This is an optimization exercise on Yosys and OpenROAD, whose aim is small area and a short achievable clock period, not a production implementation. RTL that was checked went through simulation tests only; none was proved equivalent to the original. Only the layout flow was run in runs 3 to 6; the RTL was not checked for function there. Power figures rest on the tool's default switching activity, not on a simulated workload.

## flow/run.sh

```bash
#!/bin/bash
# synth_recipe.tcl (not shown) runs the flow's synth.tcl, then flattens the netlist and writes it again
# the make line also repeats each setting of config.mk as NAME=value (left out here)
make -C /OpenROAD-flow-scripts/flow DESIGN_CONFIG=/design/flow/config.mk WORK_HOME=/design/flow/orfs CLKGATE_MAP_FILE= SYNTH_SCRIPT=/design/flow/synth_recipe.tcl finish
```

## flow/config.mk

```make
export PLATFORM = sky130hd
export DESIGN_NAME = mem_responder
export DESIGN_NICKNAME = mem_responder
export VERILOG_FILES = /design/flow/design.v
export SDC_FILE = /design/flow/constraint.sdc
export NUM_CORES = 4
export LEC_CHECK = 0
export CAP_MARGIN = 20
export CORE_MARGIN = 2
export CORE_UTILIZATION = 70
export CTS_CLUSTER_DIAMETER = 150
export CTS_CLUSTER_SIZE = 30
export PLACE_DENSITY_LB_ADDON = 0.08
export SETUP_SLACK_MARGIN = 3.8
export SLEW_MARGIN = 20
export SYNTH_HIERARCHICAL = 1
export TNS_END_PERCENT = 5
```

## flow/constraint.sdc

```tcl
create_clock -name core_clock -period 6.0 [get_ports {clk}]
set_input_delay 1.2000 -clock core_clock [delete_from_list [all_inputs] [get_ports {clk}]]
set_output_delay 1.2000 -clock core_clock [all_outputs]
set_load 0.01 [all_outputs]
```

## flow/design.v

```verilog
package mem_resp_pkg;
  localparam int unsigned MR_ADDR_W = 8;
  localparam int unsigned MR_DATA_W = 8;
  localparam int unsigned MR_DEPTH  = 200;
  localparam int unsigned MR_RD_LAT = 2;
  localparam int unsigned             MR_FILL_W   = 64;
  localparam logic [MR_FILL_W-1:0]    MR_OOR_FILL = '1;
endpackage
module mem_resp_sel #(
  parameter int unsigned N = 32,
  parameter int unsigned W = 8
) (
  input  logic [N-1:0]   sel,
  input  logic [N*W-1:0] d,
  output logic [W-1:0]   y
);
  always_comb begin
    y = '0;
    for (int unsigned e = 0; e < N; e++) y = y | ({W{sel[e]}} & d[e*W +: W]);
  end
endmodule
module mem_resp_dec #(
  parameter int unsigned A = 5,
  parameter int unsigned N = 32
) (
  input  logic [A-1:0] a,
  output logic [N-1:0] sel
);
  always_comb begin
    for (int unsigned e = 0; e < N; e++) sel[e] = a == A'(e);
  end
endmodule
module mem_responder #(
  parameter int unsigned ADDR_W = mem_resp_pkg::MR_ADDR_W,
  parameter int unsigned DATA_W = mem_resp_pkg::MR_DATA_W,
  parameter int unsigned DEPTH  = mem_resp_pkg::MR_DEPTH
) (
  input  logic              clk,
  input  logic              rst_n,
  input  logic              enable,
  input  logic              read,
  input  logic [ADDR_W-1:0] addr,
  input  logic [DATA_W-1:0] wdata,
  output logic [DATA_W-1:0] data,
  output logic              data_valid,
  output logic              err
);
  localparam logic [DATA_W-1:0] FILL = DATA_W'(mem_resp_pkg::MR_OOR_FILL);
  localparam int unsigned       NCOL = 16;                         
  localparam int unsigned       NROW = (DEPTH + NCOL - 1) / NCOL;  
  localparam int unsigned       NENT = 32;                         
  localparam int unsigned       NGRP = (DEPTH + NENT - 1) / NENT;  
  logic w_in_range, w_wr_req, w_rd_req;
  assign w_in_range = 32'(addr) < DEPTH;
  assign w_wr_req   = enable & ~read;
  assign w_rd_req   = enable & read;
  logic [NCOL-1:0]   r_col_n;
  logic [NROW-1:0]   r_row_wr_n;
  logic [DATA_W-1:0] r_wdata;
  always_ff @(posedge clk or negedge rst_n) begin
    if (!rst_n) begin
      r_col_n    <= '0;
      r_row_wr_n <= '0;
      r_wdata    <= '0;
    end else begin
      for (int unsigned j = 0; j < NCOL; j++) r_col_n[j] <= addr[3:0] != 4'(j);
      for (int unsigned i = 0; i < NROW; i++) r_row_wr_n[i] <= ~(w_wr_req & (addr[7:4] == 4'(i)));
      if (w_wr_req) r_wdata <= wdata;
    end
  end
  logic [DATA_W-1:0] r_mem [DEPTH];
  for (genvar b = 0; b < DEPTH; b++) begin : g_mem
    always_ff @(posedge clk) begin
      if (~(r_row_wr_n[b / NCOL] | r_col_n[b % NCOL])) r_mem[b] <= r_wdata;
    end
  end
  logic [DATA_W-1:0] w_part [NGRP];
  logic              w_hit;
  for (genvar g = 0; g < NGRP; g++) begin : g_sel
    localparam int unsigned NE = (DEPTH - g * NENT < NENT) ? DEPTH - g * NENT : NENT;
    logic [NE-1:0]        w_ent;
    logic [NE*DATA_W-1:0] w_d;
    for (genvar e = 0; e < NE; e++) begin : g_d
      assign w_d[e*DATA_W +: DATA_W] = r_mem[g * NENT + e];
    end
    mem_resp_dec #(.A(5), .N(NE)) u_dec (
      .a   (addr[4:0]),
      .sel (w_ent)
    );
    mem_resp_sel #(.N(NE), .W(DATA_W)) u_sel (
      .sel (w_ent),
      .d   (w_d),
      .y   (w_part[g])
    );
  end
  assign w_hit = ~(r_row_wr_n[addr[7:4]] | r_col_n[addr[3:0]]);
  logic [DATA_W-1:0] r_part [NGRP];
  logic [NGRP-1:0]   r_grp;      
  logic              r_hit;
  logic              r_oor;
  logic              r_rd;
  always_ff @(posedge clk) begin
    for (int unsigned g = 0; g < NGRP; g++) r_part[g] <= w_part[g];
    for (int unsigned g = 0; g < NGRP; g++) r_grp[g] <= addr[7:5] == 3'(g);
    r_hit  <= w_hit;
    r_oor  <= ~w_in_range;
  end
  always_ff @(posedge clk or negedge rst_n) begin
    if (!rst_n) r_rd <= 1'b0;
    else        r_rd <= w_rd_req;
  end
  logic [DATA_W-1:0] w_rd_data;
  always_comb begin
    w_rd_data = '0;
    for (int unsigned g = 0; g < NGRP; g++)
      w_rd_data = w_rd_data | ({DATA_W{r_grp[g]}} & r_part[g]);
    if (r_hit) w_rd_data = r_wdata;
    if (r_oor) w_rd_data = FILL;
  end
  logic              r_valid;
  logic              r_err;
  logic [DATA_W-1:0] r_data;
  always_ff @(posedge clk or negedge rst_n) begin
    if (!rst_n) begin
      r_valid <= 1'b0;
      r_err   <= 1'b0;
      r_data  <= '0;
    end else begin
      r_valid <= r_rd;
      r_err   <= (r_rd & r_oor) | (w_wr_req & ~w_in_range);
      if (r_rd) r_data <= w_rd_data;
    end
  end
  assign data       = r_data;
  assign data_valid = r_valid;
  assign err        = r_err;
endmodule
```

==> results.json, run 1 <==
{
  "min_path_type": "flip-flop to flip-flop",
  "fin_hold_ws_ns": 0.537,
  "rows": 110,
  "die-width_um": 304,
  "grt_use_met3_pct": 5.63,
  "detail-route-antenna-nets": 0,
  "ys.flop_type": "edfxtp_1",
  "synthAdderAreaFrac_pct": 0,
  "grt-ovfl-total": 0,
  "fill_cells": 4908,
  "io_pins": 30,
  "syn_avg_cell_area_um2": 17.1,
  "grt_pass1_wl_mm": 233,
  "hold_viol": 0,
  "crit_arrival_ns": 3.02,
  "worstMarginPinSlew_ns": 1.18,
  "final_layout_size_suffix_gt1_share_pct": 15.8,
  "finalNonFillerCells": 4836,
  "grt_usage_pct": 34.7,
  "numCtsBuffers": 67,
  "setup_ws_ns": 3.52,
  "critPathKind": "primary input to flip-flop",
  "vias": 35713,
  "clock_latency_ns": 0.68,
  "end_kind": "flip-flop",
  "grt_busiest_layer": "met2",
  "antenna_found_initial": 6,
  "syn_area_um2": 63100,
  "synth_edf_count": 1600,
  "total_power_mw": 20.4,
  "syn_nets": 3698,
  "wl_per_cell_um": 34.2,
  "hold_buffers": 0,
  "dp_hpwl_mm": 99.7,
  "dr.pass1.iters": 8,
  "cts.htree.levels": 3,
  "slew_headroom_pct": 21.5,
  "path_max_fanout": 8,
  "grt_max_degree": 138,
  "dp_slack_ns": 1.83,
  "use_met2_pct": 54.4,
  "initial_core_util_pct": 70.4,
  "layout_commonest_cell": "edfxtp_1",
  "core_um2": 89600,
  "final_area_um2": 68100,
  "routed_wl_mm": 166,
  "ir_worst_vdd_mv": 0.335,
  "use_met1_pct": 49.9,
  "fin_crit_ns": 2.48,
  "syn2layout_area_growth_pct": 7.95,
  "cp-start-kind": "primary input",
  "fin_nets": 3623,
  "gp_congestion": 0.953,
  "drc_errors": 0,
  "ys_types": 43,
  "synth_top_family_by_area": "compound AO/OA/AOI/OAI gates",
  "setup_tns_ns": 0,
  "cts_tree": "built",
  "synth_mux_area_share_pct": 0.236,
  "fin_util_pct": 76.0,
  "root_buffer": "clkbuf_16",
  "place_area_um2": 63500,
  "drv_slew": 0,
  "synth-seq-cells": 1713,
  "post-place-cells": 4632,
  "netlist_instances": 3678,
  "synth-simple-area-share_pct": 6.49,
  "grt_pass1_vias": 33956,
  "cp.required_ns": 6.53,
  "cap_violations": 0,
  "rsz0062_at_grt": "true",
  "yosysSeqAreaShare_pct": 80.2,
  "cts_max_path_buffers": 3,
  "synth-compound-area-share_pct": 10.5,
  "die_h_um": 304,
  "clkSinkCount": 1713,
  "first_iter_violations": 6147,
  "viasPerCell": 7.38,
  "async_flop_share_pct": 2.80,
  "die_area_um2": 92500,
  "ys_warn_count": 16,
  "synthXorXnorAreaFrac_pct": 0,
  "power_density_nw_per_um2": 300,
  "clk_pin_slew_ns": 0.11,
  "p_leak_nw": 20.1,
  "finalClockSkew_ns": 0.0444,
  "outcome": "timing/DRC/antenna clean",
  "io_buffers": 29,
  "fin_crit_sh_pct": 41.4,
  "layout_common_cells": "edfxtp_1, a22oi_1, nor2_1, nand4_1, a22oi_2",
  "finalSetupViolations": 0,
  "clock.fmax_mhz": 402
}
## per-layer routing
| metal | vias to the layer above | share of wire [%] |
|---|---|---|
| met5 | - | 0.0079 |
| met4 | 2 | 4.9 |
| met3 | 428 | 13 |
| met2 | 2663 | 47 |
| met1 | 17943 | 36 |
| li1 | 14677 | - |
## critical path: stages
cell      delay [ns]
buf_16          0.14
buf_12          0.15
nand2b_4        0.28
nor2_4          0.14
a22oi_2         0.24
nand4_1         0.26
or4_1           0.58
## kinds of logic after synthesis
group                  Yosys count
multiplexers                     9
flip-flops                    1713
buffers and inverters          290
AO/OA/AOI/OAI                  863
AND/OR/NAND/NOR                803
## final cells by class
cell class	instances	area [um^2]	area share [%]
multi-input cells	1675	12200	18.0
clock buffers	115	1860	2.73
well taps	1176	1470	2.16
flip-flops and latches	1713	50600	74.3
clock inverters	7	97.6	0.143
diodes	4	10.0	0.0147
repair buffers	137	1780	2.61
inverters	9	33.8	0.0496
## timing repair
action,4_1_cts,5_1_grt
pin swaps,60,67
gates cloned,5,14
resized for setup,296,153
buffers inserted,30,28
endpoints found under the setup margin,115,204
## path summary, 6_finish.rpt
check                                        start                      to  slack (ns)  depth (start not counted)
max in group asynchronous                    rst_n  r_wdata[7]$_DFFE_PN0P_        4.98                          1
min                        r_mem[199][7]$_DFFE_PN_    r_part[6][7]$_DFF_P_        0.54                          2
max reg2reg                 r_wdata[5]$_DFFE_PN0P_   r_data[5]$_DFFE_PN0P_        3.69                          4
max                                        addr[4]    r_part[4][4]$_DFF_P_        3.52                          7
min reg2reg                r_mem[199][7]$_DFFE_PN_    r_part[6][7]$_DFF_P_        0.54                          2
min in group asynchronous                    rst_n   r_data[4]$_DFFE_PN0P_        0.56                          1
## where the power goes
part,switching [mW],total (mW),internal [mW]
combinational,0.838,1.15,0.315
sequential,0.253,13.7,13.4
clock,3.42,5.61,2.19
total,4.51,20.4,15.9
## cell usage after synthesis, types with 19 or more instances
cell / count / area share, %
buf_1: 46 / 0.27
or4_1: 48 / 0.57
nand3_1: 23 / 0.18
nand2_1: 28 / 0.17
nand3b_1: 19 / 0.23
nand4_1: 204 / 2.0
a22oi_1: 781 / 9.3
buf_4: 25 / 0.30
dfrtp_1: 48 / 1.9
clkbuf_1: 98 / 0.58
dfxtp_1: 65 / 2.1
buf_2: 58 / 0.46
a22oi_2: 28 / 0.56
buf_6: 54 / 0.96
or3b_4: 19 / 0.34
edfxtp_1: 1600 / 76
nor2_1: 412 / 2.5
## registers in the layout (all words and copies together) (netlist names)
register and cells:
r_valid 1, r_col_n 16, r_rd 1, r_err 1
r_part 56, r_oor 1, r_hit 1, r_mem 1600
r_grp 7, r_row_wr_n 13, r_wdata 8, r_data 8
==> run 2: changes to the inputs <==
--- a/flow/config.mk
+++ b/flow/config.mk
@@ -13,5 +13,4 @@
 export PLACE_DENSITY_LB_ADDON = 0.08
-export SETUP_SLACK_MARGIN = 3.8
+export SETUP_SLACK_MARGIN = 3.6
 export SLEW_MARGIN = 20
 export SYNTH_HIERARCHICAL = 1
-export TNS_END_PERCENT = 5
==> results.json, run 2 <==
{
  "yosysTopAreaCell": "edfxtp_1",
  "final_layout_size_suffix_gt1_share_pct": 13.7,
  "antenna_found_initial": 5,
  "finalNonFillerCells": 4825,
  "largest_register_ffs": 1600,
  "dp_slack_ns": 1.93,
  "path_max_fanout": 8,
  "core_um2": 89600,
  "cts.htree.levels": 3,
  "cts_tree": "built",
  "cp-start-kind": "primary input",
  "root_buffer": "clkbuf_16",
  "hold_viol": 0,
  "cp.required_ns": 6.55,
  "crit_arrival_ns": 3.03,
  "synth.most_common_cell": "edfxtp_1",
  "multi_input_area_um2": 11800,
  "setup_tns_ns": 0,
  "numCtsBuffers": 67,
  "clock_latency_ns": 0.67,
  "crit_family": "simple AND/OR/NAND/NOR gates",
  "cap_violations": 0,
  "netlist_instances": 3678,
  "grt_pass1_vias": 34110,
  "fin_crit_sh_pct": 41.3,
  "finalSetupViolations": 0,
  "fin_util_pct": 75.3,
  "dr.pass1.iters": 6,
  "ys_warn_count": 16,
  "die-width_um": 304,
  "hold_buffers": 0,
  "routed_wl_mm": 163,
  "wl_per_cell_um": 33.8,
  "viasPerCell": 7.36,
  "dp_hpwl_mm": 99.5,
  "first_iter_violations": 5649,
  "fin_nets": 3613,
  "switching_share_pct": 22.0,
  "slew_headroom_pct": 24.8,
  "post-place-cells": 4637,
  "io_pins": 30,
  "outcome": "timing/DRC/antenna clean",
  "grt-ovfl-total": 0,
  "min_path_type": "flip-flop to flip-flop",
  "power_frac_comb_pct": 5.3,
  "p_leak_nw": 20.0,
  "total_power_mw": 20.4,
  "die_area_um2": 92500,
  "initial_core_util_pct": 70.4,
  "yosysSeqAreaShare_pct": 80.2,
  "cp_slowest_cell": "or4_1",
  "clk_pin_slew_ns": 0.12,
  "clockPowerShare_pct": 27.8,
  "syn_area_um2": 63100,
  "pwr-share-seq_pct": 67.0,
  "clkSinkCount": 1713,
  "async_flop_share_pct": 2.80,
  "rsz0062_at_grt": "true",
  "io_buffers": 29,
  "yosys.area.top_type_share_pct": 76.2,
  "syn_nets": 3698,
  "rows": 110,
  "cts_max_path_buffers": 3,
  "detail-route-antenna-nets": 0,
  "switching_power_mw": 4.51,
  "gp_congestion": 0.933,
  "ys_types": 43,
  "vias": 35521,
  "grt_max_degree": 181,
  "synth-seq-cells": 1713,
  "end_kind": "flip-flop",
  "max_flop_register": "r_mem",
  "path_buf_inv": 2,
  "synth_area_leaders": "edfxtp_1, a22oi_1, nor2_1",
  "max_stage_delay_ns": 0.60,
  "seq_area_um2": 50600,
  "layout_common_cells": "edfxtp_1, a22oi_1, nor2_1, nand4_1, nor2_2",
  "ys_top_cells_by_count": "edfxtp_1, a22oi_1, nor2_1, nand4_1, clkbuf_1",
  "drc_errors": 0,
  "internal-power_mw": 15.9,
  "setup_ws_ns": 3.52,
  "grt_usage_pct": 34.8,
  "drv_slew": 0,
  "grt_pass1_wl_mm": 232,
  "synth_edf_count": 1600,
  "ys.flop_type": "edfxtp_1",
  "syn2layout_area_growth_pct": 6.95,
  "fin_crit_ns": 2.48,
  "clock.fmax_mhz": 404,
  "ir_worst_vdd_mv": 0.285,
  "layout_commonest_cell": "edfxtp_1",
  "fill_cells": 5110,
  "finalClockSkew_ns": 0.0318,
  "power_density_nw_per_um2": 303,
  "worstMarginPinSlew_ns": 1.13,
  "top_regs": "r_mem: 1600 flops, r_part: 56 flops, r_col_n: 16 flops",
  "die_h_um": 304,
  "syn_avg_cell_area_um2": 17.1,
  "critPathKind": "primary input to flip-flop",
  "path_cells": "buf_16 -> buf_12 -> or3b_4 -> nor2_4 -> a22oi_2 -> nand4_1 -> or4_1"
}
-- run 2: per-stage QoR --
step           hold slack, ns  area (um^2)
2_1_floorplan           0.352        63300
3_3_place_gp            0.470        63500
3_5_place_dp            0.481        63500
4_1_cts                 0.505        66700
5_1_grt                 0.519        67400
6_report                0.517        67400
-- run 2: cell type report --
| type | instances | share of cell area (%) |
|---|---|---|
| clock inverters | 6 | 0.132 |
| clock buffers | 117 | 2.83 |
| inverters | 9 | 0.0501 |
| multi-input cells | 1675 | 17.5 |
| repair buffers | 127 | 2.26 |
| diodes | 2 | 0.00742 |
| well taps | 1176 | 2.18 |
| flip-flops and latches | 1713 | 75.0 |
-- run 2: logic make-up (layout without fill, tap and decap cells) --
kind of cell	Yosys count	in the layout	share of synthesized area (%)
DFF	1713	1713	80.2
buffers and inverters	290	259	2.63
other	0	2	0
muxes	9	9	0.236
AOI/OAI and AO/OA	863	863	10.5
and+or+nand+nor	803	803	6.49
-- run 2: final timing paths --
kind	from	end	slack [ns]	cells after the start
hold / removal	r_mem[199][3]$_DFFE_PN_	r_part[6][3]$_DFF_P_	0.52	2
min in group asynchronous	rst_n	r_row_wr_n[0]$_DFF_PN0_	0.67	2
setup / recovery	addr[0]	r_part[1][1]$_DFF_P_	3.52	7
setup reg to reg	r_wdata[4]$_DFFE_PN0P_	r_mem[111][4]$_DFFE_PN_	3.67	1
max in group asynchronous	rst_n	r_wdata[3]$_DFFE_PN0P_	4.77	2
hold reg to reg	r_mem[199][3]$_DFFE_PN_	r_part[6][3]$_DFF_P_	0.52	2
-- run 2: routing by layer --
metal / up-vias / wire length [um] / track usage (%)
li1: 14656 / - / -
met3: 371 / 19200 / 6.40
met4: 2 / 7550 / 12.6
met2: 2419 / 76900 / 55.1
met1: 18073 / 59500 / 49.8
met5: - / 14 / 0
-- run 2: timing repair --
item                                    CTS  global route
pin swaps                                29            34
cloned                                    9             6
endpoints found under the setup margin   67           107
buffers inserted                         24            24
gates resized for setup                 248           107
-- run 2: power by group through the flow --
stage               Clock [mW]  Sequential, mW  Combinational, mW
floorplan                    0            13.9              0.331
global placement             0            13.9              0.899
detailed placement           0            13.9              0.931
CTS                       5.67            13.7               1.00
global route              6.06            13.7               1.12
finish                    5.67            13.7               1.07
==> run 3: changes to the inputs <==
--- a/flow/design.v
+++ b/flow/design.v
@@ -78,5 +78,11 @@
   logic              w_hit;
+  logic [NENT-1:0] w_ent [(NGRP + 1) / 2];
+  for (genvar p = 0; p < (NGRP + 1) / 2; p++) begin : g_dec
+    mem_resp_dec #(.A(5), .N(NENT)) u_dec (
+      .a   (addr[4:0]),
+      .sel (w_ent[p])
+    );
+  end
   for (genvar g = 0; g < NGRP; g++) begin : g_sel
     localparam int unsigned NE = (DEPTH - g * NENT < NENT) ? DEPTH - g * NENT : NENT;
-    logic [NE-1:0]        w_ent;
     logic [NE*DATA_W-1:0] w_d;
@@ -85,8 +91,4 @@
     end
-    mem_resp_dec #(.A(5), .N(NE)) u_dec (
-      .a   (addr[4:0]),
-      .sel (w_ent)
-    );
     mem_resp_sel #(.N(NE), .W(DATA_W)) u_sel (
-      .sel (w_ent),
+      .sel (w_ent[g / 2][NE-1:0]),
       .d   (w_d),
==> results.json, run 3 <==
{
  "finalClockSkew_ns": 0.0329,
  "fin_hold_ws_ns": 0.542,
  "die_h_um": 303,
  "largest_register_ffs": 1600,
  "setup_tns_ns": 0,
  "p_leak_nw": 20.6,
  "grt-ovfl-total": 0,
  "drv_slew": 0,
  "seq_area_um2": 50600,
  "cts_max_path_buffers": 3,
  "drc_errors": 0,
  "slew_headroom_pct": 11.3,
  "fin_nets": 3615,
  "max_flop_register": "r_mem",
  "final_layout_size_suffix_gt1_share_pct": 17.6,
  "outcome": "timing/DRC/antenna clean",
  "power_density_nw_per_um2": 299,
  "dr.pass1.iters": 9,
  "vias": 36037,
  "root_buffer": "clkbuf_16",
  "detail-route-antenna-nets": 0,
  "clkSinkCount": 1713,
  "end_kind": "flip-flop",
  "critPathKind": "primary input to flip-flop",
  "total_power_mw": 20.4,
  "rsz0062_at_grt": "true",
  "grt_pass1_wl_mm": 234,
  "fin_crit_ns": 2.65,
  "initial_core_util_pct": 70.6,
  "core_um2": 88400,
  "cp.required_ns": 6.55,
  "grt_max_degree": 202,
  "io_buffers": 29,
  "cp-startpoint": "addr[3]",
  "finalNonFillerCells": 4818,
  "cts.htree.levels": 3,
  "wl_per_cell_um": 35.0,
  "multi_input_area_um2": 11600,
  "viasPerCell": 7.48,
  "ys_warn_count": 16,
  "gp_congestion": 0.950,
  "syn_avg_cell_area_um2": 17.6,
  "post-place-cells": 4557,
  "fin_crit_sh_pct": 44.2,
  "grt_pass1_vias": 33664,
  "clock_latency_ns": 0.67,
  "hold_buffers": 0,
  "r2r_end": "r_hit$_DFF_P_",
  "netlist_instances": 3540,
  "clk_pin_slew_ns": 0.11,
  "finalSetupViolations": 0,
  "die_area_um2": 91500,
  "r2r_slack_ns": 3.71,
  "hold_viol": 0,
  "syn2layout_area_growth_pct": 9.63,
  "top_regs": "r_mem: 1600 flops, r_part: 56 flops, r_col_n: 16 flops",
  "rr_startpoint": "r_col_n[4]$_DFF_PN0_",
  "antenna_found_initial": 12,
  "numCtsBuffers": 67,
  "syn_area_um2": 62400,
  "min_path_type": "primary input to asynchronous set/reset pin",
  "fill_cells": 4692,
  "crit_arrival_ns": 3.20,
  "die-width_um": 303,
  "clock.fmax_mhz": 377,
  "worstMarginPinSlew_ns": 1.33,
  "layout_common_cells": "edfxtp_1, a22oi_1, nor2_1, a22oi_2, nand4_1",
  "cts_tree": "built",
  "grt_usage_pct": 36.1,
  "first_iter_violations": 6575,
  "dp_hpwl_mm": 99.7,
  "path_max_fanout": 8,
  "worstRegToRegCells": 4,
  "routed_wl_mm": 168,
  "rows": 109,
  "cp-start-kind": "primary input",
  "layout_commonest_cell": "edfxtp_1",
  "ir_worst_vdd_mv": 0.427,
  "cap_violations": 0,
  "io_pins": 30,
  "syn_nets": 3560
}
run 3: power by group:
group	total, mW	internal, mW	switching, mW
Sequential	13.7	13.4	0.258
Clock	5.65	2.24	3.41
Combinational	1.10	0.303	0.795
Total	20.4	16.0	4.47
run 3: area by class of cell:
type / count / area share (%)
Antenna cell: 3 / 0.0110
Clock buffer: 118 / 2.79
Tap cell: 1165 / 2.13
Sequential cell: 1713 / 73.9
Inverter: 9 / 0.0494
Multi-Input combinational cell: 1549 / 17.0
Timing Repair Buffer: 255 / 3.96
Clock inverter: 6 / 0.130
run 3: per-stage QoR:
step                cell area (um^2)  util [%]  setup WS, ns
CTS                            67200      76.0          3.48
global placement               63400      71.8          1.38
floorplan                      62600         -          3.51
global route                   68400      77.4          3.38
finish                         68400      77.4          3.35
detailed placement             63500      71.8          1.36
run 3: metal layers:
layer / GRT usage (%) / up-vias / part of all wire (%)
met2: 54.3 / 2964 / 45
met1: 52.7 / 18078 / 35
met4: 13.9 / 12 / 4.8
met5: 0 / - / 0.041
met3: 8.73 / 483 / 15
li1: - / 14500 / -
run 3: how the worst max path moves through the flow:
stage | cells past startpoint | to | slack (ns)
6_report | 10 | r_part[0][7]$_DFF_P_ | 3.35
3_5_place_dp | 7 | r_part[2][0]$_DFF_P_ | 1.36
2_1_floorplan | 7 | r_part[4][6]$_DFF_P_ | 3.51
5_1_grt | 8 | r_part[3][7]$_DFF_P_ | 3.38
4_1_cts | 8 | r_part[3][0]$_DFF_P_ | 3.48
3_3_place_gp | 7 | r_part[2][0]$_DFF_P_ | 1.38
run 3: repair_timing:
action	in CTS	in global routing
gates cloned	14	10
pin swaps	85	144
resized for setup	257	203
endpoints found under the setup margin	90	66
buffers inserted	76	33
run 3: worst max-delay path, cell delays in order:
cell and delay (ns):
buf_16 0.14, buf_6 0.13, nand3b_1 0.18, buf_6 0.15
nor2_4 0.04, buf_8 0.14, buf_4 0.13, a22oi_2 0.16
nand4_1 0.30, or4_1 0.58
==> run 4: changes to the inputs <==
--- a/flow/design.v
+++ b/flow/design.v
@@ -14,4 +14,5 @@
   input  logic [N*W-1:0] d,
-  output logic [W-1:0]   y
+  output logic [W-1:0]   y_n
 );
+  logic [W-1:0] y;
   always_comb begin
@@ -20,2 +21,3 @@
   end
+  assign y_n = ~y;
 endmodule
@@ -76,13 +78,7 @@
   end
-  logic [DATA_W-1:0] w_part [NGRP];
+  logic [DATA_W-1:0] w_part_n [NGRP];
   logic              w_hit;
-  logic [NENT-1:0] w_ent [(NGRP + 1) / 2];
-  for (genvar p = 0; p < (NGRP + 1) / 2; p++) begin : g_dec
-    mem_resp_dec #(.A(5), .N(NENT)) u_dec (
-      .a   (addr[4:0]),
-      .sel (w_ent[p])
-    );
-  end
   for (genvar g = 0; g < NGRP; g++) begin : g_sel
     localparam int unsigned NE = (DEPTH - g * NENT < NENT) ? DEPTH - g * NENT : NENT;
+    logic [NE-1:0]        w_ent;
     logic [NE*DATA_W-1:0] w_d;
@@ -91,6 +87,10 @@
     end
+    mem_resp_dec #(.A(5), .N(NE)) u_dec (
+      .a   (addr[4:0]),
+      .sel (w_ent)
+    );
     mem_resp_sel #(.N(NE), .W(DATA_W)) u_sel (
-      .sel (w_ent[g / 2][NE-1:0]),
+      .sel (w_ent),
       .d   (w_d),
-      .y   (w_part[g])
+      .y_n (w_part_n[g])
     );
@@ -98,3 +98,3 @@
   assign w_hit = ~(r_row_wr_n[addr[7:4]] | r_col_n[addr[3:0]]);
-  logic [DATA_W-1:0] r_part [NGRP];
+  logic [DATA_W-1:0] r_part_n [NGRP];   
   logic [NGRP-1:0]   r_grp;      
@@ -104,3 +104,3 @@
   always_ff @(posedge clk) begin
-    for (int unsigned g = 0; g < NGRP; g++) r_part[g] <= w_part[g];
+    for (int unsigned g = 0; g < NGRP; g++) r_part_n[g] <= w_part_n[g];
     for (int unsigned g = 0; g < NGRP; g++) r_grp[g] <= addr[7:5] == 3'(g);
@@ -117,3 +117,3 @@
     for (int unsigned g = 0; g < NGRP; g++)
-      w_rd_data = w_rd_data | ({DATA_W{r_grp[g]}} & r_part[g]);
+      w_rd_data = w_rd_data | ({DATA_W{r_grp[g]}} & ~r_part_n[g]);
     if (r_hit) w_rd_data = r_wdata;
==> results.json, run 4 <==
{
  "outcome": "timing/DRC/antenna clean",
  "switching_share_pct": 21.9,
  "syn_avg_cell_area_um2": 17.2,
  "pwr-share-seq_pct": 66.9,
  "yosysSeqAreaShare_pct": 79.8,
  "dr.pass1.iters": 7,
  "synth_area_leaders": "edfxtp_1, a22oi_1, nor2_1",
  "yosys.area.top_type_share_pct": 75.8,
  "ir_worst_vdd_mv": 0.512,
  "finalClockSkew_ns": 0.0447,
  "antenna_found_initial": 2,
  "drv_slew": 0,
  "numCtsBuffers": 67,
  "crit_cells": 7,
  "syn2layout_area_growth_pct": 5.74,
  "cts.htree.levels": 3,
  "initial_core_util_pct": 70.5,
  "place_area_um2": 63900,
  "critPathMostFrequentCell": "buf_8",
  "largest_register_ffs": 1600,
  "grt_usage_pct": 34.0,
  "layout_commonest_cell": "edfxtp_1",
  "synth-seq-cells": 1713,
  "routed_wl_mm": 158,
  "clock.fmax_mhz": 397,
  "wl_met2_mm": 74.0,
  "p_leak_nw": 19.4,
  "synth_edf_count": 1600,
  "final_area_um2": 67000,
  "die_h_um": 305,
  "async_flop_share_pct": 2.80,
  "yosysTopAreaCell": "edfxtp_1",
  "io_buffers": 29,
  "switching_power_mw": 4.51,
  "ys_top_cells_by_count": "edfxtp_1, a22oi_1, nor2_1, nand4_1, clkbuf_1",
  "clk_pin_slew_ns": 0.11,
  "fin_crit_sh_pct": 42.0,
  "cp_slowest_cell": "nor4_4",
  "cts_tree": "built",
  "max_flop_register": "r_mem",
  "fin_crit_ns": 2.52,
  "syn_nets": 3702,
  "setup_tns_ns": 0,
  "fin_util_pct": 74.6,
  "crit_family": "simple AND/OR/NAND/NOR gates",
  "critPathKind": "primary input to flip-flop",
  "cts_max_path_buffers": 3,
  "hold_buffers": 0,
  "finalSetupViolations": 0,
  "die_area_um2": 92900,
  "grt_pass1_wl_mm": 229,
  "rsz0062_at_grt": "true",
  "internal-power_mw": 16.1,
  "root_buffer": "clkbuf_16",
  "clockPowerShare_pct": 27.7,
  "layout_common_cells": "edfxtp_1, a22oi_1, nor2_1, nand4_1, nor2_2",
  "path_buf_inv": 2,
  "wl_per_cell_um": 33.0,
  "drc_errors": 0,
  "viasPerCell": 7.32,
  "hold_depth": 1,
  "top_regs": "r_mem: 1600 flops, r_part_n: 56 flops, r_col_n: 16 flops",
  "detail-route-antenna-nets": 0,
  "syn_area_um2": 63400,
  "final_layout_size_suffix_gt1_share_pct": 13.3,
  "fin_nets": 3581,
  "cp-start-kind": "primary input",
  "power_density_nw_per_um2": 307,
  "ys.flop_type": "edfxtp_1",
  "grt_pass1_vias": 33721,
  "crit_arrival_ns": 3.06,
  "grt_max_degree": 165,
  "power_frac_comb_pct": 5.4,
  "end_kind": "flip-flop",
  "worstMarginPinSlew_ns": 1.11,
  "clock_latency_ns": 0.68,
  "io_pins": 30,
  "grt-ovfl-total": 0,
  "die-width_um": 305,
  "rows": 110,
  "synth.most_common_cell": "edfxtp_1",
  "vias": 35069,
  "path_max_fanout": 20,
  "core_um2": 89900,
  "ys_warn_count": 16,
  "clkSinkCount": 1713,
  "met3_length_mm": 18.9,
  "max_stage_delay_ns": 0.48,
  "slew_headroom_pct": 26.2,
  "first_iter_violations": 5202,
  "fill_cells": 5218,
  "cp.required_ns": 6.54,
  "wl_met1_mm": 59.0,
  "worstRegToRegCells": 5,
  "cap_violations": 0,
  "min_path_type": "flip-flop to flip-flop",
  "highest_layer": "met5",
  "ys_types": 44,
  "dp_hpwl_mm": 100,
  "hold_viol": 0,
  "path_cells": "buf_8 -> buf_8 -> nand2b_4 -> nor2_2 -> a22oi_1 -> nand4_1 -> nor4_4",
  "gp_congestion": 1.00,
  "netlist_instances": 3682
}
==> run 4: cell types whose count changed in the layout (fill, tap and decap cells not counted), sizes merged, moves of 39 or more <==
| cell | delta |
|---|---|
| nor4 | +48 |
| nand2b | +39 |
| buf | -168 |
| nor2 | +95 |
| or4 | -48 |
==> run 4: worst register-to-register path: stages (launching register included) <==
cell and delay (ns):
dfrtp_1 0.71, buf_4 0.39, mux4_1 0.53, a22oi_2 0.14, o31ai_1 0.11, nor4_2 0.33
==> run 4: timing repair <==
item | in CTS | in global routing
buffers inserted | 8 | 12
pin swaps | 14 | 19
endpoints found under the setup margin | 67 | 63
gates resized for setup | 229 | 95
hold endpoints to repair | 0 | 0
==> run 4: power groups by stage <==
| stage | sequential, mW | combinational, mW | clock [mW] |
|---|---|---|---|
| finish | 13.8 | 1.11 | 5.71 |
| global route | 13.8 | 1.16 | 6.09 |
| CTS | 13.8 | 1.03 | 5.71 |
| detailed placement | 14.1 | 0.989 | 0 |
| global placement | 14.1 | 0.953 | 0 |
| floorplan | 14.1 | 0.350 | 0 |
==> run 4: path summary, 6_finish.rpt <==
kind	to	start	slack (ns)
worst max-delay path	r_part_n[5][0]$_DFF_P_	addr[4]	3.48
worst min-delay path	r_err$_DFF_PN0_	r_oor$_DFF_P_	0.51
min in group asynchronous	r_col_n[9]$_DFF_PN0_	rst_n	0.68
max in group asynchronous	r_wdata[5]$_DFFE_PN0P_	rst_n	4.67
worst min register to register	r_err$_DFF_PN0_	r_oor$_DFF_P_	0.51
worst max register to register	r_hit$_DFF_P_	r_col_n[4]$_DFF_PN0_	3.68
==> run 4: cells by family (layout without fill, tap and decap cells) <==
kind of cell           count (synthesis)  after routing  synth area share (%)
AOI/OAI and AO/OA                    839            839                  10.1
buffers and inverters                278            209                  2.52
DFF                                 1713           1713                  79.8
muxes                                 17             17                 0.377
other                                  0              3                     0
and+or+nand+nor                      835            835                  7.19
==> run 4: layout make-up <==
cell class	count	area, um^2	area share [%]
Clock buffer	120	2000	2.99
Tap cell	1176	1470	2.20
Clock inverter	1	30.0	0.0448
Timing Repair Buffer	82	892	1.33
Inverter	6	22.5	0.0336
Multi-Input combinational cell	1691	12000	17.9
Antenna cell	3	7.51	0.0112
Sequential cell	1713	50600	75.5
==> run 4: layer usage <==
layer | GRT usage [%] | vias to the layer above
li1 | - | 14572
met1 | 50.0 | 17839
met2 | 52.2 | 2328
met3 | 6.58 | 328
met4 | 11.9 | 2
met5 | 0 | -
==> run 4: per-stage QoR <==
stage / hold slack, ns / power (mW) / setup slack, ns / std cells
3_3_place_gp: 0.477 / 15.0 / 2.21 / 4647
3_5_place_dp: 0.482 / 15.1 / 2.13 / 4647
4_1_cts: 0.514 / 20.6 / 3.49 / 4776
2_1_floorplan: 0.352 / 14.4 / 3.65 / 3682
5_1_grt: 0.549 / 21.0 / 3.48 / 4789
6_report: 0.512 / 20.6 / 3.48 / 4792
==> run 5: changes to the inputs <==
--- a/flow/config.mk
+++ b/flow/config.mk
@@ -10,4 +10,4 @@
 export CORE_UTILIZATION = 70
-export CTS_CLUSTER_DIAMETER = 150
-export CTS_CLUSTER_SIZE = 30
+export CTS_CLUSTER_DIAMETER = 100
+export CTS_CLUSTER_SIZE = 24
 export PLACE_DENSITY_LB_ADDON = 0.08
==> results.json, run 5 <==
{
  "outcome": "timing/DRC/antenna clean",
  "grt_pass1_wl_mm": 230,
  "detail-route-antenna-nets": 0,
  "ys_types": 44,
  "cap_violations": 0,
  "drc_errors": 0,
  "clk_pin_slew_ns": 0.10,
  "top_regs": "r_mem: 1600 flops, r_part_n: 56 flops, r_col_n: 16 flops",
  "drv_slew": 0,
  "largest_register_ffs": 1600,
  "synth_edf_count": 1600,
  "wl_met1_mm": 59.5,
  "ys.flop_type": "edfxtp_1",
  "setup_ws_ns": 3.50,
  "worstMarginPinSlew_ns": 1.10,
  "grt_max_degree": 165,
  "syn2layout_area_growth_pct": 6.33,
  "final_layout_size_suffix_gt1_share_pct": 13.6,
  "dr.pass1.iters": 6,
  "die_h_um": 305,
  "rows": 110,
  "clock.fmax_mhz": 401,
  "highest_layer": "met5",
  "cts.htree.levels": 3,
  "finalSetupViolations": 0,
  "synth_area_leaders": "edfxtp_1, a22oi_1, nor2_1",
  "io_buffers": 29,
  "clkSinkCount": 1713,
  "max_stage_delay_ns": 0.49,
  "clock_latency_ns": 0.67,
  "fill_cells": 5153,
  "cp_slowest_cell": "dfrtp_2",
  "rr_startpoint": "r_col_n[4]$_DFF_PN0_",
  "r2r_end": "r_hit$_DFF_P_",
  "place_area_um2": 63900,
  "async_flop_share_pct": 2.80,
  "yosysTopAreaCell": "edfxtp_1",
  "root_buffer": "clkbuf_16",
  "min_path_type": "flip-flop to flip-flop",
  "grt_usage_pct": 34.1,
  "hp-start": "r_oor$_DFF_P_",
  "ys_warn_count": 16,
  "synth-seq-cells": 1713,
  "critPathKind": "flip-flop to output port",
  "die_area_um2": 92900,
  "viasPerCell": 7.32,
  "p_leak_nw": 19.6,
  "yosys.area.top_type_share_pct": 75.8,
  "power_density_nw_per_um2": 313,
  "numCtsBuffers": 81,
  "fin_crit_ns": 2.50,
  "syn_nets": 3702,
  "synth.most_common_cell": "edfxtp_1",
  "cts_tree": "built",
  "wl_met2_mm": 74.7,
  "final_area_um2": 67400,
  "cp-startpoint": "r_err$_DFF_PN0_",
  "worstRegToRegCells": 5,
  "dp_hpwl_mm": 100,
  "core_um2": 89900,
  "fin_crit_sh_pct": 41.6,
  "initial_core_util_pct": 70.5,
  "ir_worst_vdd_mv": 0.479,
  "hold_depth": 1,
  "max_flop_register": "r_mem",
  "antenna_found_initial": 4,
  "fin_nets": 3596,
  "ys_top_cells_by_count": "edfxtp_1, a22oi_1, nor2_1, nand4_1, clkbuf_1",
  "cp.required_ns": 4.80,
  "hold_buffers": 0,
  "finalClockSkew_ns": 0.0198,
  "setup_tns_ns": 0,
  "hold_end": "r_err$_DFF_PN0_",
  "grt_pass1_vias": 33883,
  "total_power_mw": 21.1,
  "slew_headroom_pct": 26.7,
  "die-width_um": 305,
  "syn_area_um2": 63400,
  "layout_common_cells": "edfxtp_1, a22oi_1, nor2_1, nand4_1, nor2_2",
  "rsz0062_at_grt": "true",
  "yosysSeqAreaShare_pct": 79.8,
  "routed_wl_mm": 159,
  "crit_family": "flip-flops",
  "syn_avg_cell_area_um2": 17.2,
  "netlist_instances": 3682,
  "first_iter_violations": 5189,
  "wl_per_cell_um": 32.9,
  "r2r_slack_ns": 3.67,
  "io_pins": 30,
  "gp_congestion": 1.00,
  "end_kind": "output port",
  "vias": 35274,
  "path_max_fanout": 1,
  "cp-start-kind": "flip-flop",
  "cts_max_path_buffers": 3,
  "fin_util_pct": 75.0,
  "path_cells": "buf_6",
  "dp_slack_ns": 2.13,
  "met3_length_mm": 19.0,
  "path_buf_inv": 1,
  "layout_commonest_cell": "edfxtp_1",
  "crit_arrival_ns": 1.30,
  "grt-ovfl-total": 0,
  "hold_viol": 0
}
-- run 5: cell counts after synthesis --
Identical to the previous run, type by type.
-- run 5: cell families after synthesis --
group / count (synthesis) / share of synthesized area [%]
DFF: 1713 / 79.8
AOI/OAI and AO/OA: 839 / 10.1
and+or+nand+nor: 835 / 7.19
buffers and inverters: 278 / 2.52
muxes: 17 / 0.377
-- run 5: how the worst max path moves through the flow --
stage / slack [ns] / depth (start not counted) / endpoint
5_1_grt: 3.47 / 1 / err
2_1_floorplan: 3.65 / 7 / r_part_n[0][0]$_DFF_P_
6_report: 3.50 / 1 / err
4_1_cts: 3.47 / 7 / r_part_n[5][0]$_DFF_P_
3_3_place_gp: 2.21 / 7 / r_part_n[3][0]$_DFF_P_
3_5_place_dp: 2.13 / 7 / r_part_n[3][0]$_DFF_P_
-- run 5: through the flow --
stage               cells  hold WS (ns)
finish               4821         0.513
global route         4820         0.552
CTS                  4806         0.500
detailed placement   4647         0.482
global placement     4647         0.477
floorplan            3682         0.352
-- run 5: what timing repair did --
action	4_1_cts	5_1_grt
pin swaps	8	16
cloned	0	0
resized for setup	222	106
endpoints found under the setup margin	67	63
buffers inserted	8	13
-- run 5: routing by layer --
metal  vias up  track usage, %
met5         -               0
met4         4            10.8
met3       312            6.72
met2      2336            52.6
met1     17996            50.4
li1      14626               -
-- run 5: layout make-up --
type / instances / area [um^2] / share of cell area, %
Sequential cell: 1713 / 50600 / 75.1
Multi-Input combinational cell: 1691 / 12000 / 17.8
Clock buffer: 148 / 2360 / 3.51
Tap cell: 1176 / 1470 / 2.18
Timing Repair Buffer: 83 / 906 / 1.34
Clock inverter: 3 / 33.8 / 0.0501
Inverter: 6 / 22.5 / 0.0334
Antenna cell: 1 / 2.50 / 0.00371
-- run 5: report_power, final --
group	switching (mW)	total, mW	internal [mW]	leakage, nW
Combinational	0.839	1.11	0.271	3.04
Clock	3.51	6.21	2.70	1.14
Sequential	0.289	13.8	13.5	15.4
Total	4.64	21.1	16.5	19.6
==> run 6: changes to the inputs <==
--- a/flow/design.v
+++ b/flow/design.v
@@ -14,5 +14,4 @@
   input  logic [N*W-1:0] d,
-  output logic [W-1:0]   y_n
+  output logic [W-1:0]   y
 );
-  logic [W-1:0] y;
   always_comb begin
@@ -21,3 +20,2 @@
   end
-  assign y_n = ~y;
 endmodule
@@ -78,3 +76,3 @@
   end
-  logic [DATA_W-1:0] w_part_n [NGRP];
+  logic [DATA_W-1:0] w_part [NGRP];
   logic              w_hit;
@@ -91,10 +89,22 @@
     );
-    mem_resp_sel #(.N(NE), .W(DATA_W)) u_sel (
-      .sel (w_ent),
-      .d   (w_d),
-      .y_n (w_part_n[g])
+    localparam int unsigned NLO = (NE < 16) ? NE : 16;
+    logic [DATA_W-1:0] w_lo, w_hi;
+    mem_resp_sel #(.N(NLO), .W(DATA_W)) u_sel_lo (
+      .sel (w_ent[NLO-1:0]),
+      .d   (w_d[NLO*DATA_W-1:0]),
+      .y   (w_lo)
     );
+    if (NE > 16) begin : g_hi
+      mem_resp_sel #(.N(NE - 16), .W(DATA_W)) u_sel_hi (
+        .sel (w_ent[NE-1:16]),
+        .d   (w_d[NE*DATA_W-1:16*DATA_W]),
+        .y   (w_hi)
+      );
+    end else begin : g_no_hi
+      assign w_hi = '0;
+    end
+    assign w_part[g] = w_lo | w_hi;
   end
   assign w_hit = ~(r_row_wr_n[addr[7:4]] | r_col_n[addr[3:0]]);
-  logic [DATA_W-1:0] r_part_n [NGRP];   
+  logic [DATA_W-1:0] r_part [NGRP];
   logic [NGRP-1:0]   r_grp;      
@@ -104,3 +114,3 @@
   always_ff @(posedge clk) begin
-    for (int unsigned g = 0; g < NGRP; g++) r_part_n[g] <= w_part_n[g];
+    for (int unsigned g = 0; g < NGRP; g++) r_part[g] <= w_part[g];
     for (int unsigned g = 0; g < NGRP; g++) r_grp[g] <= addr[7:5] == 3'(g);
@@ -117,3 +127,3 @@
     for (int unsigned g = 0; g < NGRP; g++)
-      w_rd_data = w_rd_data | ({DATA_W{r_grp[g]}} & ~r_part_n[g]);
+      w_rd_data = w_rd_data | ({DATA_W{r_grp[g]}} & r_part[g]);
     if (r_hit) w_rd_data = r_wdata;
--- a/flow/config.mk
+++ b/flow/config.mk
@@ -10,4 +10,4 @@
 export CORE_UTILIZATION = 70
-export CTS_CLUSTER_DIAMETER = 100
-export CTS_CLUSTER_SIZE = 24
+export CTS_CLUSTER_DIAMETER = 150
+export CTS_CLUSTER_SIZE = 30
 export PLACE_DENSITY_LB_ADDON = 0.08
==> results.json, run 6 <==
{
  "drv_slew": 0,
  "clock_latency_ns": 0.70,
  "cts_max_path_buffers": 3,
  "rsz0062_at_grt": "true",
  "crit_path_end": "data[3]",
  "synth-seq-cells": 1713,
  "rows": 110,
  "outcome": "timing/DRC/antenna clean",
  "layout_commonest_cell": "edfxtp_1",
  "vias": 34697,
  "crit_arrival_ns": 1.34,
  "power_density_nw_per_um2": 297,
  "antenna_found_initial": 9,
  "ys_top_cells_by_count": "edfxtp_1, nor2_1, a22o_1, a221oi_1, buf_6",
  "syn_area_um2": 63900,
  "async_flop_share_pct": 2.80,
  "gp_congestion": 0.939,
  "fin_nets": 3484,
  "fin_crit_ns": 2.54,
  "crit_family": "flip-flops",
  "io_pins": 30,
  "grt-ovfl-total": 0,
  "root_buffer": "clkbuf_16",
  "grt_max_degree": 190,
  "final_layout_size_suffix_gt1_share_pct": 24.4,
  "finalClockSkew_ns": 0.0371,
  "grt_usage_pct": 33.4,
  "fin_util_pct": 77.3,
  "synth_area_leaders": "edfxtp_1, a22o_1, a221oi_1",
  "wl_per_cell_um": 33.6,
  "worstMarginPinSlew_ns": 1.11,
  "yosysTopAreaCell": "edfxtp_1",
  "syn_nets": 3570,
  "layout_common_cells": "edfxtp_1, a22o_1, a221oi_2, nor2_1, nor2_2",
  "p_leak_nw": 21.2,
  "hold_viol": 0,
  "critPathKind": "flip-flop to output port",
  "cp-start-kind": "flip-flop",
  "clk_pin_slew_ns": 0.11,
  "cts.htree.levels": 3,
  "yosys.area.top_type_share_pct": 75.2,
  "max_stage_delay_ns": 0.51,
  "fin_crit_sh_pct": 42.4,
  "top_regs": "r_mem: 1600 flops, r_part: 56 flops, r_col_n: 16 flops",
  "clkSinkCount": 1713,
  "yosysSeqAreaShare_pct": 79.1,
  "numCtsBuffers": 67,
  "fin_hold_ws_ns": 0.501,
  "total_power_mw": 20.7,
  "path_cells": "buf_6",
  "grt_pass1_vias": 33581,
  "setup_tns_ns": 0,
  "io_buffers": 29,
  "synth.most_common_cell": "edfxtp_1",
  "cap_violations": 0,
  "fill_cells": 4736,
  "cts_tree": "built",
  "largest_register_ffs": 1600,
  "netlist_instances": 3550,
  "ys.flop_type": "edfxtp_1",
  "worstRegToRegCells": 1,
  "grt_pass1_wl_mm": 227,
  "hold_buffers": 0,
  "core_um2": 90300,
  "path_max_fanout": 2,
  "die-width_um": 306,
  "r2r_end": "r_mem[187][1]$_DFFE_PN_",
  "end_kind": "output port",
  "min_path_type": "flip-flop to flip-flop",
  "ys_warn_count": 14,
  "cp_slowest_cell": "dfrtp_2",
  "dr.pass1.iters": 8,
  "ys_types": 40,
  "clock.fmax_mhz": 393,
  "synth_edf_count": 1600,
  "cp.required_ns": 4.80,
  "ir_worst_vdd_mv": 0.269,
  "path_buf_inv": 1,
  "syn2layout_area_growth_pct": 9.17,
  "dp_hpwl_mm": 96.1,
  "rr_startpoint": "r_wdata[1]$_DFFE_PN0P_",
  "first_iter_violations": 5390,
  "detail-route-antenna-nets": 0,
  "viasPerCell": 7.38,
  "drc_errors": 0,
  "syn_avg_cell_area_um2": 18.0,
  "max_flop_register": "r_mem",
  "initial_core_util_pct": 70.8,
  "crit_cells": 1,
  "routed_wl_mm": 158,
  "finalSetupViolations": 0,
  "die_area_um2": 93700,
  "slew_headroom_pct": 26.1,
  "die_h_um": 306,
  "cp-startpoint": "r_data[3]$_DFFE_PN0P_",
  "r2r_slack_ns": 3.74
}
## run 6: through the flow
step           std cells  setup WS [ns]  area [um^2]
6_report            4699           3.46        69800
5_1_grt             4694           3.41        69800
4_1_cts             4658           3.44        68900
3_5_place_dp        4508           1.90        65800
3_3_place_gp        4508           1.38        65800
2_1_floorplan       3550           3.58        66100
## run 6: worst min path at each step
stage / to / start / cells past startpoint / slack (ns)
after CTS: r_part[6][5]$_DFF_P_ / r_mem[195][5]$_DFFE_PN_ / 2 / 0.50
final: r_part[6][5]$_DFF_P_ / r_mem[195][5]$_DFFE_PN_ / 2 / 0.50
after global routing: r_part[6][3]$_DFF_P_ / r_mem[195][3]$_DFFE_PN_ / 2 / 0.53
after detailed placement: r_part[6][3]$_DFF_P_ / r_mem[195][3]$_DFFE_PN_ / 2 / 0.48
after floorplan: r_valid$_DFF_PN0_ / r_rd$_DFF_PN0_ / 0 / 0.35
after global placement: r_part[6][2]$_DFF_P_ / r_mem[195][2]$_DFFE_PN_ / 2 / 0.47
## run 6: final cells by class
type,count,area (um^2),area share (%)
sequential,1713,50600,72.5
multi-input combinational,1559,14300,20.6
clock buffer,117,1910,2.73
tap,1176,1470,2.11
timing repair buffer,122,1350,1.94
clock inverter,6,88.8,0.127
antenna,5,12.5,0.0179
inverter,1,3.75,0.00538
## run 6: timing repair
action	in CTS	in global routing
cloned	1	5
endpoints found under the setup margin	67	67
gates resized for setup	299	106
pin swaps	17	24
buffers inserted	26	31
## run 6: cells by family (layout without fill, tap and decap cells)
group	after synthesis	in the layout	share of synthesized area (%)
flip-flops	1713	1713	79.1
multiplexers	18	18	0.460
other	0	5	0
AO/OA/AOI/OAI	844	844	12.0
buffers and inverters	278	246	3.15
AND/OR/NAND/NOR	697	697	5.29
## run 6: report_power, final
part | switching [mW] | internal, mW
registers | 0.293 | 13.5
logic | 0.878 | 0.369
clock network | 3.43 | 2.24
total | 4.60 | 16.1
## run 6: per-layer routing
metal	global-route usage (%)	part of all wire, %	wire length, um
met1	47.9	36	57600
met2	52.7	47	75000
met3	5.97	12	18400
met4	12.5	4.4	6950
met5	0	0.023	36

==> afterwards: timing with drivers on the ports <==
The flow's constraints put no driver on any port. The routed layouts listed below were extracted and timed again, unchanged, in two steps. Step 1 sets driving cells, clkbuf_16 on the clock port and buf_2 on the other inputs (assumed; they add their load-dependent delay and slew). Step 2 also shifts input and output timing later by t, the mid clock arrival at the registers, as if the neighbouring blocks saw the same clock. Slacks: no drivers / after step 1 / after step 2; pairs: no drivers / after step 1.
run	t (ns)	setup WS [ns]	hold slack, ns	worst setup path after step 2
run 1	0.724	3.515 / 3.238 / 2.514	0.537 / 0.509 / 0.537	input to register
run 2	0.734	3.524 / 3.316 / 2.582	0.517 / 0.517 / 0.517	input to register
run 3	0.728	3.347 / 3.127 / 2.399	0.542 / 0.523 / 0.545	input to register
run 4	0.736	3.480 / 3.420 / 2.740	0.512 / 0.512 / 0.512	input to register
run 5	0.728	3.503 / 3.431 / 2.797	0.513 / 0.513 / 0.513	input to register
run 6	0.754	3.458 / 3.319 / 2.565	0.501 / 0.501 / 0.501	input to register
After both steps every run listed still meets setup and hold. The setup slack of run 1, which loses most, moves by -0.277 ns with the drivers and by -1.001 ns with both steps.
